Source: an optimization exercise on an open RTL-to-GDS flow (aim: small area). Production flows keep margins and buffers that such runs may drop. The RTL was checked by simulation tests, not by an equivalence proof against the original design. Power is estimated from default activity; no workload was simulated.

lane 1:
==> flow/design.v <==
package bp_pkg;
    typedef enum logic [1:0] {
        CTR_SN = 2'b00,
        CTR_WN = 2'b01,
        CTR_WT = 2'b10,
        CTR_ST = 2'b11
    } ctr_t;
endpackage
module sat_counter_table
#(
    parameter int IDX_W = 8
) (
    input  logic             clk,
    input  logic             reset,
    input  logic [IDX_W-1:0] rd_idx,
    output logic             rd_taken,
    input  logic             upd_en,
    input  logic [IDX_W-1:0] upd_idx,
    input  logic             upd_taken
);
    localparam int COL_W = IDX_W / 2;
    localparam int ROW_W = IDX_W - COL_W;
    localparam int ROWS  = 1 << ROW_W;
    localparam int COLS  = 1 << COL_W;
    localparam int DEPTH = 1 << IDX_W;
    logic [DEPTH-1:0] hi, lo;
    logic [ROWS-1:0]  row_ok;
    logic [ROW_W-1:0] upd_row;
    logic [COL_W-1:0] upd_col;
    logic             cur_ok, cur_hi, cur_lo, nxt_hi, nxt_lo;
    assign upd_row = upd_idx[IDX_W-1:COL_W];
    assign upd_col = upd_idx[COL_W-1:0];
    assign rd_taken = hi[rd_idx] & row_ok[rd_idx[IDX_W-1:COL_W]];
    assign cur_ok = row_ok[upd_row];
    assign cur_hi = hi[upd_idx] & cur_ok;
    assign cur_lo = lo[upd_idx] | ~cur_ok;
    assign nxt_hi = (cur_hi & cur_lo) | (cur_hi & upd_taken) | (cur_lo & upd_taken);
    assign nxt_lo = (cur_hi & ~cur_lo) | (cur_hi & upd_taken) | (~cur_lo & upd_taken);
    always_ff @(posedge clk or posedge reset) begin
        if (reset) row_ok <= '0;
        else if (upd_en) row_ok[upd_row] <= 1'b1;
    end
    for (genvar r = 0; r < ROWS; r++) begin : g_row
        for (genvar c = 0; c < COLS; c++) begin : g_col
            always_ff @(posedge clk) begin
                if (upd_en && upd_row == ROW_W'(r) && (upd_col == COL_W'(c) || !row_ok[r])) begin
                    hi[r*COLS+c] <= (upd_col == COL_W'(c)) ? nxt_hi : 1'b0;
                    lo[r*COLS+c] <= (upd_col == COL_W'(c)) ? nxt_lo : 1'b1;
                end
            end
        end
    end
endmodule
module gshare_btb_predictor
#(
    parameter int ENTRIES   = 16,
    parameter int HIST_BITS = 8,
    parameter int PHT_BITS  = 8
) (
    input  logic                 clk,
    input  logic                 reset,
    input  logic                 f_valid,
    input  logic [31:0]          f_pc,
    output logic [31:0]          f_predict_addr,
    output logic                 f_predict_valid,
    output logic                 f_hit,
    output logic [HIST_BITS-1:0] f_ghr,
    input  logic                 d_is_branch,
    input  logic [31:0]          d_pc,
    input  logic [31:0]          d_target_addr,
    input  logic                 x_valid,
    input  logic [31:0]          x_pc,
    input  logic                 x_taken,
    input  logic [HIST_BITS-1:0] x_ghr
);
    localparam int PTR_W = (ENTRIES > 1) ? $clog2(ENTRIES) : 1;
    logic [ENTRIES-1:0]       btb_valid;
    logic                     btb_full;
    logic [31:0]              btb_tag [ENTRIES];
    logic [31:0]              btb_tgt [ENTRIES];
    logic [PTR_W-1:0]         rpl_ptr;
    logic [HIST_BITS-1:0]     ghr;
    logic [ENTRIES-1:0] f_hit_vec;
    logic [ENTRIES-1:0] d_hit_vec;
    logic [ENTRIES-1:0] alloc_vec;
    logic               f_hit_any;
    logic               d_hit_any;
    logic [31:0]        f_tgt;
    logic               rd_taken;
    for (genvar i = 0; i < ENTRIES; i++) begin : g_cmp
        assign f_hit_vec[i] = btb_valid[i] && (btb_tag[i] == f_pc);
        assign d_hit_vec[i] = btb_valid[i] && (btb_tag[i] == d_pc);
        assign alloc_vec[i] = (rpl_ptr == PTR_W'(i));
    end
    always_comb begin
        f_tgt = '0;
        for (int i = 0; i < ENTRIES; i++)
            f_tgt = f_tgt | ({32{f_hit_vec[i]}} & btb_tgt[i]);
    end
    assign f_hit_any = |f_hit_vec;
    assign d_hit_any = |d_hit_vec;
    sat_counter_table #(.IDX_W(PHT_BITS)) u_pht (
        .clk       (clk),
        .reset     (reset),
        .rd_idx    (f_pc[PHT_BITS+1:2] ^ PHT_BITS'(ghr)),
        .rd_taken  (rd_taken),
        .upd_en    (x_valid),
        .upd_idx   (x_pc[PHT_BITS+1:2] ^ PHT_BITS'(x_ghr)),
        .upd_taken (x_taken)
    );
    always_ff @(posedge clk or posedge reset) begin
        if (reset) begin
            f_hit           <= 1'b0;
            f_predict_valid <= 1'b0;
        end else begin
            f_hit           <= f_valid && f_hit_any;
            f_predict_valid <= f_valid && f_hit_any && rd_taken;
        end
    end
    always_ff @(posedge clk or posedge reset) begin
        if (reset) begin
            f_predict_addr  <= '0;
            f_ghr           <= '0;
        end else if (f_valid) begin
            f_predict_addr  <= f_tgt;
            f_ghr           <= ghr;
        end
    end
    for (genvar i = 0; i < ENTRIES; i++) begin : g_ent
        always_ff @(posedge clk) begin
            if (d_is_branch && !d_hit_any && alloc_vec[i])
                btb_tag[i] <= d_pc;
            if (d_is_branch && (d_hit_vec[i] || (!d_hit_any && alloc_vec[i])))
                btb_tgt[i] <= d_target_addr;
        end
    end
    for (genvar i = 0; i < ENTRIES; i++) begin : g_valid
        assign btb_valid[i] = btb_full || (rpl_ptr > PTR_W'(i));
    end
    always_ff @(posedge clk or posedge reset) begin
        if (reset) begin
            btb_full <= 1'b0;
            rpl_ptr  <= '0;
        end else if (d_is_branch && !d_hit_any) begin
            if (rpl_ptr == PTR_W'(ENTRIES - 1)) btb_full <= 1'b1;
            rpl_ptr <= (rpl_ptr == PTR_W'(ENTRIES - 1)) ? '0 : rpl_ptr + PTR_W'(1);
        end
    end
    always_ff @(posedge clk or posedge reset) begin
        if (reset) begin
            ghr <= '0;
        end else if (x_valid) begin
            ghr <= HIST_BITS'({ghr, x_taken});
        end
    end
endmodule
export LEC_CHECK = 0
export CAP_MARGIN = 20
export CORE_MARGIN = 2
export CORE_UTILIZATION = 40
export SETUP_SLACK_MARGIN = 0.3
export SLEW_MARGIN = 20
create_clock -name core_clock -period 6.0 [get_ports {clk}]
standard.sh (not shown) runs the stock make flow with config.mk's settings and CLKGATE_MAP_FILE= SYNTH_SCRIPT=/design/flow/synth_recipe.tcl, a recipe that flattens the netlist after the stock synthesis.
==> flow/flow/run.sh <==
#!/bin/bash
set -euo pipefail
cd "$(dirname "$0")/.."
bash standard.sh \
  "BUFFER_PORTS_ARGS=-buffer_cell sky130_fd_sc_hd__buf_1" \
  "CTS_ARGS=-sink_clustering_enable -repair_clock_nets -dont_use_dummy_load -buf_list {sky130_fd_sc_hd__clkbuf_4 sky130_fd_sc_hd__clkbuf_8} -root_buf sky130_fd_sc_hd__clkbuf_8 -tree_buf sky130_fd_sc_hd__clkbuf_4 -sink_clustering_buffer sky130_fd_sc_hd__clkbuf_8 -sink_clustering_size 18 -sink_clustering_max_diameter 50" \
  finish > flow_standard.log 2>&1
Lane 1: full flow OK, the timing, DRC and antenna checks passed
Input changes introduced in lane 2 (baseline for comparison: lane 1):
# lane 1
export LEC_CHECK = 0
export CAP_MARGIN = 20
export CORE_MARGIN = 2
export CORE_UTILIZATION = 40
export SETUP_SLACK_MARGIN = 0.3
export SLEW_MARGIN = 20
create_clock -name core_clock -period 6.0 [get_ports {clk}]
# lane 2
export LEC_CHECK = 0
export CAP_MARGIN = 20
export CORE_MARGIN = 2
export CORE_UTILIZATION = 40
export GPL_TIMING_DRIVEN = 0
export SETUP_SLACK_MARGIN = 0.5
export SLEW_MARGIN = 20
create_clock -name core_clock -period 6.0 [get_ports {clk}]
==> flow/flow/run.sh <==
#!/bin/bash
set -euo pipefail
cd "$(dirname "$0")/.."
bash standard.sh \
  "BUFFER_PORTS_ARGS=-buffer_cell sky130_fd_sc_hd__buf_1" \
  "CTS_ARGS=-sink_clustering_enable -repair_clock_nets -dont_use_dummy_load -buf_list {sky130_fd_sc_hd__clkbuf_4 sky130_fd_sc_hd__clkbuf_8} -root_buf sky130_fd_sc_hd__clkbuf_8 -tree_buf sky130_fd_sc_hd__clkbuf_4 -sink_clustering_buffer sky130_fd_sc_hd__clkbuf_8 -sink_clustering_size 16 -sink_clustering_max_diameter 50" \
  finish > flow_standard.log 2>&1
--- outcome ---
- Diff lane 1..lane 2 | sequential power | negligible
- Summary of lane 2 over lane 1: post-CTS setup buffer count now sits higher, number of nets in the finished design went up by 68.
- Compared with lane 1, lane 2 shows a higher number of cells on the worst reg-to-reg path.
- Lane 2 against lane 1: total inserted antenna cells picked up an extra 6, worst hold margin down 0.039 ns.
- Comparing the two runs side by side, lane 2 comes out behind lane 1 on final worst slack.
- Lane 2 reports its first element of the critical path as f_pc[1] while lane 1 reports rpl_ptr[1].
- Total length of routed met3 wires, lane 2 and lane 1: larger value in lane 2
- Summary — wire length, lane 2 relative to lane 1: higher, by about 20%.
- In lane 2, the final cell count came out about 1% above the value in lane 1.
- On shortest period the worst path allows, lane 1 beats lane 2.

[afterwards: timing with drivers on the ports]
No port has a modelled driver above. Below, the same layouts with a new extraction and two added sets of constraints.
Step 1 sets driving cells, clkbuf_16 on the clock port and buf_2 on the other inputs (assumed; they add their load-dependent delay and slew).
Step 2 also shifts input and output timing later by t, the mid clock arrival at the registers, as if the neighbouring blocks saw the same clock.
a / b / c = no drivers / after step 1 / after step 2; a / b = the first two.
run | t, ns | setup WS [ns] | hold slack, ns
lane 1 | 1.066 | 1.125 / 1.125 / 0.225 | 0.163 / 0.092 / 0.510
lane 2 | 1.104 | 0.399 / 0.451 / -0.653 | 0.125 / 0.062 / 0.513
Met with ideal ports but missed after step 2: setup timing in lane 2. The setup slack of lane 2, which loses most, moves by +0.052 ns with the drivers and by -1.052 ns with both steps.
